This is an optimization exercise on Yosys and OpenROAD, whose aim is small area, not a production implementation.
In this exercise RTL edits were held to simulation tests only and were not proved equivalent to the original.
Power figures rest on the tool's default switching activity, not on a simulated workload.

## trng_vn
module trng_vn #(
    parameter int WIDTH     = 512,
    parameter int REP_LIMIT = 32
) (
    input  logic             SCLK,
    input  logic             RST,
    input  logic             EN,
    input  logic             RAW_BIT,
    input  logic             RAW_VALID,
    input  logic             READY,
    output logic [WIDTH-1:0] RANDOM_NUMBER,
    output logic             VALID,
    output logic             FAULT
);
Size in the first run: about 3400 cells after synthesis, about 520 I/O pins.
==> flow/config.mk <==
export PLATFORM = sky130hd
export DESIGN_NAME = trng_vn
export DESIGN_NICKNAME = trng_vn
export VERILOG_FILES = /design/flow/design.v
export SDC_FILE = /design/flow/constraint.sdc
export NUM_CORES = 4
export LEC_CHECK = 0
export CAP_MARGIN = 20
export CORE_MARGIN = 2
export CORE_UTILIZATION = 75
export PLACE_DENSITY = 0.85
export SLEW_MARGIN = 20
export SYNTH_HIERARCHICAL = 1
==> flow/constraint.sdc <==
create_clock -name core_clock -period 5.0 [get_ports {SCLK}]
set_input_delay 1.0000 -clock core_clock [delete_from_list [all_inputs] [get_ports {SCLK}]]
set_output_delay 1.0000 -clock core_clock [all_outputs]
set_load 0.01 [all_outputs]
standard.sh (not shown) runs the stock make flow with config.mk's settings and CLKGATE_MAP_FILE= SYNTH_SCRIPT=/design/flow/synth_recipe.tcl, a recipe that flattens the netlist after the stock synthesis.
==> flow/flow/run.sh <==
#!/bin/bash
# Standard ORFS layout (the standard.sh) with two changes:
#  * port buffers use the smallest buffer, sky130_fd_sc_hd__buf_1;
#  * CTS builds its tree from clkbuf_8 with sink clusters of up to 18
#    flip-flops and no dummy loads.
set -euo pipefail
bash standard.sh \
  "BUFFER_PORTS_ARGS=-buffer_cell sky130_fd_sc_hd__buf_1" \
  "CTS_ARGS=-sink_clustering_enable -repair_clock_nets -buf_list sky130_fd_sc_hd__clkbuf_8 -sink_clustering_size 18 -sink_clustering_max_diameter 80 -dont_use_dummy_load" \
  finish > flow_make.log 2>&1
The first run passed the timing, design-rule and antenna checks.
Next try:
- CORE_UTILIZATION: 75 -> 40
- PLACE_DENSITY: 0.85 -> default
Worst hold slack got worse by 40 ps.
Clock-buffer cell count is unchanged.
Sequential share of layout area fell by 1.4 points.
Routed wire length went down by a few percent.
Setup slack gets worse by 300 ps.
Design area goes up by a few percent.
Total power hardly moves.
Via count went down by a few percent.
Next try:
==> flow/flow/run.sh (replaced) <==
#!/bin/bash
# Standard ORFS layout (the standard.sh) with two changes:
#  * port buffers use the smallest buffer, sky130_fd_sc_hd__buf_1;
#  * CTS builds its tree from clkbuf_8 with sink clusters of up to 20
#    flip-flops within 60 um, and no dummy loads.
set -euo pipefail
bash standard.sh \
  "BUFFER_PORTS_ARGS=-buffer_cell sky130_fd_sc_hd__buf_1" \
  "CTS_ARGS=-sink_clustering_enable -repair_clock_nets -buf_list sky130_fd_sc_hd__clkbuf_8 -sink_clustering_size 20 -sink_clustering_max_diameter 60 -dont_use_dummy_load" \
  finish > flow_make.log 2>&1
- CORE_UTILIZATION: 40 -> 75
- PLACE_DENSITY: default -> 0.85
Effect: The new run completed with no timing, DRC or antenna violations. Clock power came out lower by about 9%. Non-clock buffer count fell by 26. Routed wire length grows by about 2%. Cell area is lower by 2.7%. Power shrinks by 1.2%. Die area decreases by about 46%. Hold slack degrades by 5.4 ps. Fmax increases by about 7%. Utilization increases by 38 points. Final cell count fell by about 10%.


The RTL this note starts from:
==> flow/design.v <==
module trng_vn #(
    parameter int WIDTH     = 512,
    parameter int REP_LIMIT = 32
) (
    input  logic             SCLK,
    input  logic             RST,
    input  logic             EN,
    input  logic             RAW_BIT,
    input  logic             RAW_VALID,
    input  logic             READY,
    output logic [WIDTH-1:0] RANDOM_NUMBER,
    output logic             VALID,
    output logic             FAULT
);
    localparam int CW = $clog2(WIDTH);
    localparam int RW = $clog2(REP_LIMIT);
    localparam logic [CW-1:0] LAST    = CW'(WIDTH - 1);
    localparam logic [RW-1:0] REP_TOP = RW'(REP_LIMIT - 2);   
    logic             phase_q;    
    logic             run_q;      
    logic             full_q;     
    logic [CW-1:0]    cnt_q;      
    logic             valid_q;
    logic             fault_q;
    logic [WIDTH-1:0] out_q;      
    logic             first_q;    
    logic             prev_q;     
    logic [RW-1:0]    rep_q;      
    logic             last_q;     
    logic [WIDTH-2:0] sreg_q;     
    logic sample, emit, same, trip, at_last, done, load, keep, shift;
    logic nbit;
    assign sample  = EN & RAW_VALID & ~fault_q;
    assign same    = run_q & (RAW_BIT == prev_q);
    assign trip    = sample & same & (rep_q == REP_TOP);
    assign emit    = sample & phase_q & (first_q ^ RAW_BIT) & ~full_q;
    assign at_last = (cnt_q == LAST);
    assign done    = emit & at_last;               
    assign load    = ~trip & ((done & (~valid_q | READY)) | (full_q & READY));
    assign keep    = ~trip & valid_q & ~READY;
    assign shift   = emit & ~at_last;
    assign nbit    = full_q ? last_q : first_q;
    always_ff @(posedge SCLK or posedge RST) begin
        if (RST) begin
            phase_q <= 1'b0;
            run_q   <= 1'b0;
            full_q  <= 1'b0;
            cnt_q   <= '0;
            valid_q <= 1'b0;
            fault_q <= 1'b0;
            out_q   <= '0;
        end else begin
            if (sample) begin
                phase_q <= ~phase_q;
                run_q   <= 1'b1;
            end
            if (!EN || trip)
                phase_q <= 1'b0;
            if (trip)
                fault_q <= 1'b1;
            if (trip || load)
                full_q <= 1'b0;
            else if (done)
                full_q <= 1'b1;
            if (trip || load)
                cnt_q <= '0;
            else if (shift)
                cnt_q <= cnt_q + 1'b1;
            valid_q <= ~trip & (load | keep);
            for (int i = 0; i < WIDTH; i++)
                out_q[i] <= (load & (i == 0 ? nbit : sreg_q[i == 0 ? 0 : i-1]))
                          | (keep & out_q[i]);
        end
    end
    always_ff @(posedge SCLK) begin
        if (sample) begin
            prev_q <= RAW_BIT;
            rep_q  <= same ? rep_q + 1'b1 : '0;
            if (!phase_q)
                first_q <= RAW_BIT;
        end
        if (done)
            last_q <= first_q;
        if (shift)
            sreg_q <= {sreg_q[WIDTH-3:0], first_q};
    end
    assign RANDOM_NUMBER = out_q;
    assign VALID         = valid_q;
    assign FAULT         = fault_q;
endmodule
Settings: LEC_CHECK=0, CAP_MARGIN=20, CORE_MARGIN=2, CORE_UTILIZATION=40, SLEW_MARGIN=20; clock period 5.0 ns.
==> flow/flow/run.sh <==
#!/bin/bash
# Standard ORFS layout (the standard.sh) with two changes:
#  * port buffers use the smallest buffer, sky130_fd_sc_hd__buf_1;
#  * CTS builds its tree from clkbuf_8 with sink clusters of up to 18
#    flip-flops and no dummy loads.
set -euo pipefail
bash standard.sh \
  "BUFFER_PORTS_ARGS=-buffer_cell sky130_fd_sc_hd__buf_1" \
  "CTS_ARGS=-sink_clustering_enable -repair_clock_nets -buf_list sky130_fd_sc_hd__clkbuf_8 -sink_clustering_size 18 -sink_clustering_max_diameter 80 -dont_use_dummy_load" \
  finish > flow_make.log 2>&1
Change:
==> flow/run.sh (new file) <==
#!/bin/bash
# synth_recipe.tcl (not shown) runs the flow's synth.tcl, then flattens the netlist and writes it again
# the make line also repeats each setting of config.mk as NAME=value (left out here)
make -C /OpenROAD-flow-scripts/flow DESIGN_CONFIG=/design/flow/config.mk WORK_HOME=/design/flow/orfs CLKGATE_MAP_FILE= SYNTH_SCRIPT=/design/flow/synth_recipe.tcl finish
removed: flow/flow/run.sh
removed: flow/standard.sh
Die area stays the same.
Final cell count grows by 3.9%.
Synthesized area does not change.
Power rises by 33%.
Sequential share of layout area shrinks by 9.9 points.

## re-timing with driven ports
How much do the figures lean on ideal ports? The routed layouts below were timed once more, with nothing changed but the port constraints.
Step 1, drivers: a clkbuf_16 drives SCLK and a buf_2 each remaining input, both assumed.
Step 2 adds t to the input delays and takes it off the output delays; t is the mean of the earliest and latest rising clock arrival at the registers after step 1. Input paths then give back, and output paths get back, about the clock's delay inside the block.
Three values: ideal, step 1, step 2; two values: the first two.
run | t, ns | setup WS [ns] | hold WS [ns] | worst setup path at the end | clock arrival spread, ns
the first run of note 1 | 0.684 | 1.079 / 1.079 / 1.079 | 0.377 / 0.341 / 0.404 | register to register | 0.084 / 0.083
the second run of note 1 | 0.724 | 0.776 / 0.713 / 1.437 | 0.337 / 0.295 / 0.423 | register to output | 0.060 / 0.061
the third run of note 1 | 0.737 | 1.066 / 1.066 / 1.066 | 0.331 / 0.295 / 0.441 | register to register | 0.040 / 0.040
the first run of note 2 | 0.683 | 1.457 / 1.457 / 1.404 | 0.372 / 0.372 / 0.372 | input to register | 0.114 / 0.114
the second run of note 2 | 0.701 | 1.685 / 1.685 / 1.154 | 0.430 / 0.430 / 0.430 | input to register | 0.038 / 0.038
After both steps every run listed still meets setup and hold. The setup slack of the second run of note 2, which loses most, moves by 0.000 ns with the drivers and by -0.531 ns with both steps.
